Context: an optimization exercise on an open-source flow, tuned for small area. The choices shown serve that exercise and are no tape-out recipe.
Only simulation tests tie the RTL to the original design; equivalence was not proved.

==> 11-07 <==
==> flow/design.v <==
module reg_file_32x32 #(
  parameter int                DATA_W   = 32,
  parameter int                SP_IDX   = 29,
  parameter logic [DATA_W-1:0] SP_RESET = 'h0000_0FFC
) (
  input  logic              clk,
  input  logic              rst_n,
  input  logic [4:0]        rd_addr_a,
  input  logic [4:0]        rd_addr_b,
  output logic [DATA_W-1:0] rd_data_a,
  output logic [DATA_W-1:0] rd_data_b,
  input  logic              wr_en,
  input  logic [4:0]        wr_addr,
  input  logic [DATA_W-1:0] wr_data,
  output logic [15:0]       wr_count
);
  logic [31:1]       r_vld;
  logic [15:0]       r_wr_count;
  logic [31:1]       w_we;
  logic [31:1]       w_keep;
  logic              w_wr_hit;
  assign w_wr_hit = wr_en && (wr_addr != 5'd0);
  logic [31:0]       w_sel_a, w_sel_b;
  logic              w_byp_a, w_byp_b;
  logic              w_sp_a,  w_sp_b;
  assign w_byp_a = rst_n && w_wr_hit && (wr_addr == rd_addr_a);
  assign w_byp_b = rst_n && w_wr_hit && (wr_addr == rd_addr_b);
  assign w_sel_a[0] = w_byp_a;
  assign w_sel_b[0] = w_byp_b;
  assign w_sp_a = !w_byp_a && (rd_addr_a == 5'(SP_IDX)) && !r_vld[SP_IDX];
  assign w_sp_b = !w_byp_b && (rd_addr_b == 5'(SP_IDX)) && !r_vld[SP_IDX];
  logic [31:0]       w_col [DATA_W];
  for (genvar i = 1; i < 32; i++) begin : g_row
    logic [DATA_W-1:0] r_q;
    logic [DATA_W-1:0] w_d;
    assign w_we[i]   = wr_en && (wr_addr == 5'(i));
    assign w_keep[i] = !w_we[i];
    rf_load_row #(.W(DATA_W)) u_load (
      .we(w_we[i]), .keep(w_keep[i]), .d(wr_data), .q(r_q), .o(w_d)
    );
    always_ff @(posedge clk) begin
      r_q <= w_d;
    end
    always_ff @(posedge clk or negedge rst_n) begin
      if (!rst_n)       r_vld[i] <= 1'b0;
      else if (w_we[i]) r_vld[i] <= 1'b1;
    end
    assign w_sel_a[i] = !w_byp_a && (rd_addr_a == 5'(i)) && r_vld[i];
    assign w_sel_b[i] = !w_byp_b && (rd_addr_b == 5'(i)) && r_vld[i];
    for (genvar b = 0; b < DATA_W; b++) begin : g_bit
      assign w_col[b][i] = r_q[b];
    end
  end
  for (genvar b = 0; b < DATA_W; b++) begin : g_out
    assign w_col[b][0] = wr_data[b];
    if (SP_RESET[b]) begin : g_sp
      rf_read_or_sp u_rd_a (.s(w_sel_a), .x(w_col[b]), .c(w_sp_a), .y(rd_data_a[b]));
      rf_read_or_sp u_rd_b (.s(w_sel_b), .x(w_col[b]), .c(w_sp_b), .y(rd_data_b[b]));
    end else begin : g_nsp
      rf_read_or    u_rd_a (.s(w_sel_a), .x(w_col[b]), .y(rd_data_a[b]));
      rf_read_or    u_rd_b (.s(w_sel_b), .x(w_col[b]), .y(rd_data_b[b]));
    end
  end
  always_ff @(posedge clk or negedge rst_n) begin
    if (!rst_n)        r_wr_count <= '0;
    else if (w_wr_hit) r_wr_count <= r_wr_count + 16'd1;
  end
  assign wr_count = r_wr_count;
endmodule
module rf_load_row #(
  parameter int W = 32
) (
  input  logic         we,
  input  logic         keep,
  input  logic [W-1:0] d,
  input  logic [W-1:0] q,
  output logic [W-1:0] o
);
  assign o = ({W{we}} & d) | ({W{keep}} & q);
endmodule
module rf_read_or (
  input  logic [31:0] s,
  input  logic [31:0] x,
  output logic        y
);
  logic [10:0] n;
  logic [2:0]  m;
  for (genvar j = 0; j < 10; j++) begin : g_aoi
    rf_aoi222 u (.a1(s[3*j]), .b1(x[3*j]), .a2(s[3*j+1]), .b2(x[3*j+1]),
                 .a3(s[3*j+2]), .b3(x[3*j+2]), .y(n[j]));
  end
  rf_aoi22 u_last (.a1(s[30]), .b1(x[30]), .a2(s[31]), .b2(x[31]), .y(n[10]));
  rf_nand4 u_m0 (.a(n[0]), .b(n[1]), .c(n[2]), .d(n[3]), .y(m[0]));
  rf_nand4 u_m1 (.a(n[4]), .b(n[5]), .c(n[6]), .d(n[7]), .y(m[1]));
  rf_nand3 u_m2 (.a(n[8]), .b(n[9]), .c(n[10]), .y(m[2]));
  rf_or3   u_y  (.a(m[0]), .b(m[1]), .c(m[2]), .y(y));
endmodule
module rf_read_or_sp (
  input  logic [31:0] s,
  input  logic [31:0] x,
  input  logic        c,
  output logic        y
);
  logic [10:0] n;
  logic [2:0]  m;
  for (genvar j = 0; j < 10; j++) begin : g_aoi
    rf_aoi222 u (.a1(s[3*j]), .b1(x[3*j]), .a2(s[3*j+1]), .b2(x[3*j+1]),
                 .a3(s[3*j+2]), .b3(x[3*j+2]), .y(n[j]));
  end
  rf_aoi221 u_last (.a1(s[30]), .b1(x[30]), .a2(s[31]), .b2(x[31]), .c(c), .y(n[10]));
  rf_nand4 u_m0 (.a(n[0]), .b(n[1]), .c(n[2]), .d(n[3]), .y(m[0]));
  rf_nand4 u_m1 (.a(n[4]), .b(n[5]), .c(n[6]), .d(n[7]), .y(m[1]));
  rf_nand3 u_m2 (.a(n[8]), .b(n[9]), .c(n[10]), .y(m[2]));
  rf_or3   u_y  (.a(m[0]), .b(m[1]), .c(m[2]), .y(y));
endmodule
module rf_aoi222 (
  input  logic a1, b1, a2, b2, a3, b3,
  output logic y
);
  assign y = !((a1 && b1) || (a2 && b2) || (a3 && b3));
endmodule
module rf_aoi221 (
  input  logic a1, b1, a2, b2, c,
  output logic y
);
  assign y = !((a1 && b1) || (a2 && b2) || c);
endmodule
module rf_aoi22 (
  input  logic a1, b1, a2, b2,
  output logic y
);
  assign y = !((a1 && b1) || (a2 && b2));
endmodule
module rf_nand4 (
  input  logic a, b, c, d,
  output logic y
);
  assign y = !(a && b && c && d);
endmodule
module rf_nand3 (
  input  logic a, b, c,
  output logic y
);
  assign y = !(a && b && c);
endmodule
module rf_or3 (
  input  logic a, b, c,
  output logic y
);
  assign y = a || b || c;
endmodule
==> flow/run.sh <==
#!/bin/bash
# synth_recipe.tcl (not shown) runs the flow's synth.tcl, then flattens the netlist and writes it again
# the make line also repeats each setting of config.mk as NAME=value (left out here)
make -C /OpenROAD-flow-scripts/flow DESIGN_CONFIG=/design/flow/config.mk WORK_HOME=/design/flow/orfs CLKGATE_MAP_FILE= SYNTH_SCRIPT=/design/flow/synth_recipe.tcl finish
==> flow/config.mk <==
export PLATFORM = sky130hd
export DESIGN_NAME = reg_file_32x32
export DESIGN_NICKNAME = reg_file_32x32
export VERILOG_FILES = /design/flow/design.v
export SDC_FILE = /design/flow/constraint.sdc
export NUM_CORES = 4
export LEC_CHECK = 0
export CAP_MARGIN = 20
export CORE_MARGIN = 2
export CORE_UTILIZATION = 50
export SETUP_SLACK_MARGIN = 0.3
export SLEW_MARGIN = 20
export SYNTH_HIERARCHICAL = 1
export SYNTH_MINIMUM_KEEP_SIZE = 0
==> flow/constraint.sdc <==
create_clock -name core_clock -period 7.0 [get_ports {clk}]
set_input_delay 1.4000 -clock core_clock [delete_from_list [all_inputs] [get_ports {clk}]]
set_output_delay 1.4000 -clock core_clock [all_outputs]
set_load 0.01 [all_outputs]
==> inputs of 05-06, as changes to 11-07 <==
--- a/flow/design.v
+++ b/flow/design.v
@@ -22,13 +22,15 @@
   assign w_wr_hit = wr_en && (wr_addr != 5'd0);
   logic [31:0]       w_sel_a, w_sel_b;
   logic              w_byp_a, w_byp_b;
-  logic              w_sp_a,  w_sp_b;
+  logic              w_sp_a,  w_sp_b;    
   assign w_byp_a = rst_n && w_wr_hit && (wr_addr == rd_addr_a);
   assign w_byp_b = rst_n && w_wr_hit && (wr_addr == rd_addr_b);
   assign w_sel_a[0] = w_byp_a;
   assign w_sel_b[0] = w_byp_b;
-  assign w_sp_a = !w_byp_a && (rd_addr_a == 5'(SP_IDX)) && !r_vld[SP_IDX];
-  assign w_sp_b = !w_byp_b && (rd_addr_b == 5'(SP_IDX)) && !r_vld[SP_IDX];
+  logic              w_sp_vld_n;
+  assign w_sp_vld_n = !r_vld[SP_IDX];
+  assign w_sp_a = (rd_addr_a == 5'(SP_IDX)) && !(rst_n && w_we[SP_IDX]);
+  assign w_sp_b = (rd_addr_b == 5'(SP_IDX)) && !(rst_n && w_we[SP_IDX]);
   logic [31:0]       w_col [DATA_W];
   for (genvar i = 1; i < 32; i++) begin : g_row
     logic [DATA_W-1:0] r_q;
@@ -45,8 +47,8 @@
       if (!rst_n)       r_vld[i] <= 1'b0;
       else if (w_we[i]) r_vld[i] <= 1'b1;
     end
-    assign w_sel_a[i] = !w_byp_a && (rd_addr_a == 5'(i)) && r_vld[i];
-    assign w_sel_b[i] = !w_byp_b && (rd_addr_b == 5'(i)) && r_vld[i];
+    assign w_sel_a[i] = (rd_addr_a == 5'(i)) && r_vld[i] && w_keep[i];
+    assign w_sel_b[i] = (rd_addr_b == 5'(i)) && r_vld[i] && w_keep[i];
     for (genvar b = 0; b < DATA_W; b++) begin : g_bit
       assign w_col[b][i] = r_q[b];
     end
@@ -54,8 +56,8 @@
   for (genvar b = 0; b < DATA_W; b++) begin : g_out
     assign w_col[b][0] = wr_data[b];
     if (SP_RESET[b]) begin : g_sp
-      rf_read_or_sp u_rd_a (.s(w_sel_a), .x(w_col[b]), .c(w_sp_a), .y(rd_data_a[b]));
-      rf_read_or_sp u_rd_b (.s(w_sel_b), .x(w_col[b]), .c(w_sp_b), .y(rd_data_b[b]));
+      rf_read_or_sp u_rd_a (.s(w_sel_a), .x(w_col[b]), .c1(w_sp_a), .c2(w_sp_vld_n), .y(rd_data_a[b]));
+      rf_read_or_sp u_rd_b (.s(w_sel_b), .x(w_col[b]), .c1(w_sp_b), .c2(w_sp_vld_n), .y(rd_data_b[b]));
     end else begin : g_nsp
       rf_read_or    u_rd_a (.s(w_sel_a), .x(w_col[b]), .y(rd_data_a[b]));
       rf_read_or    u_rd_b (.s(w_sel_b), .x(w_col[b]), .y(rd_data_b[b]));
@@ -83,22 +85,24 @@
   input  logic [31:0] x,
   output logic        y
 );
-  logic [10:0] n;
+  logic [11:0] n;
   logic [2:0]  m;
   for (genvar j = 0; j < 10; j++) begin : g_aoi
     rf_aoi222 u (.a1(s[3*j]), .b1(x[3*j]), .a2(s[3*j+1]), .b2(x[3*j+1]),
                  .a3(s[3*j+2]), .b3(x[3*j+2]), .y(n[j]));
   end
-  rf_aoi22 u_last (.a1(s[30]), .b1(x[30]), .a2(s[31]), .b2(x[31]), .y(n[10]));
-  rf_nand4 u_m0 (.a(n[0]), .b(n[1]), .c(n[2]), .d(n[3]), .y(m[0]));
-  rf_nand4 u_m1 (.a(n[4]), .b(n[5]), .c(n[6]), .d(n[7]), .y(m[1]));
-  rf_nand3 u_m2 (.a(n[8]), .b(n[9]), .c(n[10]), .y(m[2]));
+  rf_nand2 u_n30 (.a(s[30]), .b(x[30]), .y(n[10]));
+  rf_nand2 u_n31 (.a(s[31]), .b(x[31]), .y(n[11]));
+  rf_nand4 u_m0 (.a(n[0]), .b(n[1]), .c(n[2]),  .d(n[3]),  .y(m[0]));
+  rf_nand4 u_m1 (.a(n[4]), .b(n[5]), .c(n[6]),  .d(n[7]),  .y(m[1]));
+  rf_nand4 u_m2 (.a(n[8]), .b(n[9]), .c(n[10]), .d(n[11]), .y(m[2]));
   rf_or3   u_y  (.a(m[0]), .b(m[1]), .c(m[2]), .y(y));
 endmodule
 module rf_read_or_sp (
   input  logic [31:0] s,
   input  logic [31:0] x,
-  input  logic        c,
+  input  logic        c1,
+  input  logic        c2,
   output logic        y
 );
   logic [10:0] n;
@@ -107,7 +111,7 @@
     rf_aoi222 u (.a1(s[3*j]), .b1(x[3*j]), .a2(s[3*j+1]), .b2(x[3*j+1]),
                  .a3(s[3*j+2]), .b3(x[3*j+2]), .y(n[j]));
   end
-  rf_aoi221 u_last (.a1(s[30]), .b1(x[30]), .a2(s[31]), .b2(x[31]), .c(c), .y(n[10]));
+  rf_aoi222 u_last (.a1(s[30]), .b1(x[30]), .a2(s[31]), .b2(x[31]), .a3(c1), .b3(c2), .y(n[10]));
   rf_nand4 u_m0 (.a(n[0]), .b(n[1]), .c(n[2]), .d(n[3]), .y(m[0]));
   rf_nand4 u_m1 (.a(n[4]), .b(n[5]), .c(n[6]), .d(n[7]), .y(m[1]));
   rf_nand3 u_m2 (.a(n[8]), .b(n[9]), .c(n[10]), .y(m[2]));
@@ -119,17 +123,11 @@
 );
   assign y = !((a1 && b1) || (a2 && b2) || (a3 && b3));
 endmodule
-module rf_aoi221 (
-  input  logic a1, b1, a2, b2, c,
+module rf_nand2 (
+  input  logic a, b,
   output logic y
 );
-  assign y = !((a1 && b1) || (a2 && b2) || c);
-endmodule
-module rf_aoi22 (
-  input  logic a1, b1, a2, b2,
-  output logic y
-);
-  assign y = !((a1 && b1) || (a2 && b2));
+  assign y = !(a && b);
 endmodule
 module rf_nand4 (
   input  logic a, b, c, d,
==> flow/flow/run.sh (new file) <==
#!/bin/bash
set -euo pipefail
cd "$(dirname "$0")/.."
export BUFFER_PORTS_ARGS="-buffer_cell sky130_fd_sc_hd__buf_1"
export CTS_ARGS="-sink_clustering_enable -repair_clock_nets -dont_use_dummy_load -buf_list sky130_fd_sc_hd__clkbuf_16 -sink_clustering_size 25 -sink_clustering_max_diameter 100"
bash standard.sh > make.log 2>&1
==> flow/standard.sh (new file) <==
#!/bin/bash
# synth_recipe.tcl (not shown) runs the flow's synth.tcl, then flattens the netlist and writes it again
# the make line also repeats each setting of config.mk as NAME=value (left out here)
make -C /OpenROAD-flow-scripts/flow DESIGN_CONFIG=/design/flow/config.mk WORK_HOME=/design/flow/orfs CLKGATE_MAP_FILE= SYNTH_SCRIPT=/design/flow/synth_recipe.tcl "${@:-finish}"
CAP_MARGIN = 10   (was 20)
CTS_BUF_LIST = sky130_fd_sc_hd__clkbuf_16   (was default)
CTS_CLUSTER_DIAMETER = 100   (was default)
CTS_CLUSTER_SIZE = 25   (was default)
SETUP_SLACK_MARGIN = 0.1   (was 0.3)
SLEW_MARGIN = 10   (was 20)
removed: flow/run.sh
==> impl_metrics.toml <==
[outcome]
outcome = "timing/DRC/antenna clean"

[worst_setup_path]
cp_top_family = "simple AND/OR/NAND/NOR gates"
r2r_end = "r_wr_count[14]"
rrSetupSlack_ns = 5.48
rr_startpoint = "r_wr_count[0]"

[cells_and_area]
antenna_cells = 7

[power_and_ir_drop]
share_seq_of_total_power = 0.613
power.share.clock = 0.239
max-vdd-ir-drop_mv = 0.174

[route]
route.met3.wl_mm = 35.9

[sta]
hold_ws_ns = 0.476

[logic_synthesis]
synth_cell_types = 41
(the above is from 05-06)
==> impl_metrics.toml <==
[outcome]
outcome = "timing/DRC/antenna clean"

[cells_and_area]
antenna_cells = 6

[route]
route.met3.wl_mm = 31.7

[power_and_ir_drop]
power.share.clock = 0.377
share_seq_of_total_power = 0.492
max-vdd-ir-drop_mv = 0.250

[worst_setup_path]
r2r_end = "r_wr_count[13]"
cp_top_family = "buffers and inverters"
rrSetupSlack_ns = 5.42
rr_startpoint = "r_wr_count[2]"

[sta]
hold_ws_ns = 0.475
(the above is from 11-07)

## separate check: timing with driven ports
No port has a modelled driver above. Below, the same layouts with a new extraction and two added sets of constraints.
Step 1 (the two cells are an assumption about what drives the block):
set clk [get_ports {clk}]
set_driving_cell -lib_cell sky130_fd_sc_hd__clkbuf_16 $clk
set_driving_cell -lib_cell sky130_fd_sc_hd__buf_2 [delete_from_list [all_inputs] $clk]
Step 2 also shifts input and output timing later by t, the mid clock arrival at the registers, as if the neighbouring blocks saw the same clock.
Three values: no drivers, after step 1, after step 2; two values: the first two.
| run | t, ns | setup slack, ns | worst hold slack (ns) | latest minus earliest clock arrival (ns) |
|---|---|---|---|---|
| 11-07 | 0.761 | 0.218 / 0.155 / 0.155 | 0.475 / 0.475 / 0.475 | 0.035 / 0.034 |
| 05-06 | 0.712 | 0.364 / 0.322 / 0.322 | 0.476 / 0.476 / 0.476 | 0.048 / 0.048 |
After both steps every run listed still meets setup and hold. For 11-07, which loses most, drivers alone change the setup slack by -0.063 ns; drivers and shift together by -0.063 ns.
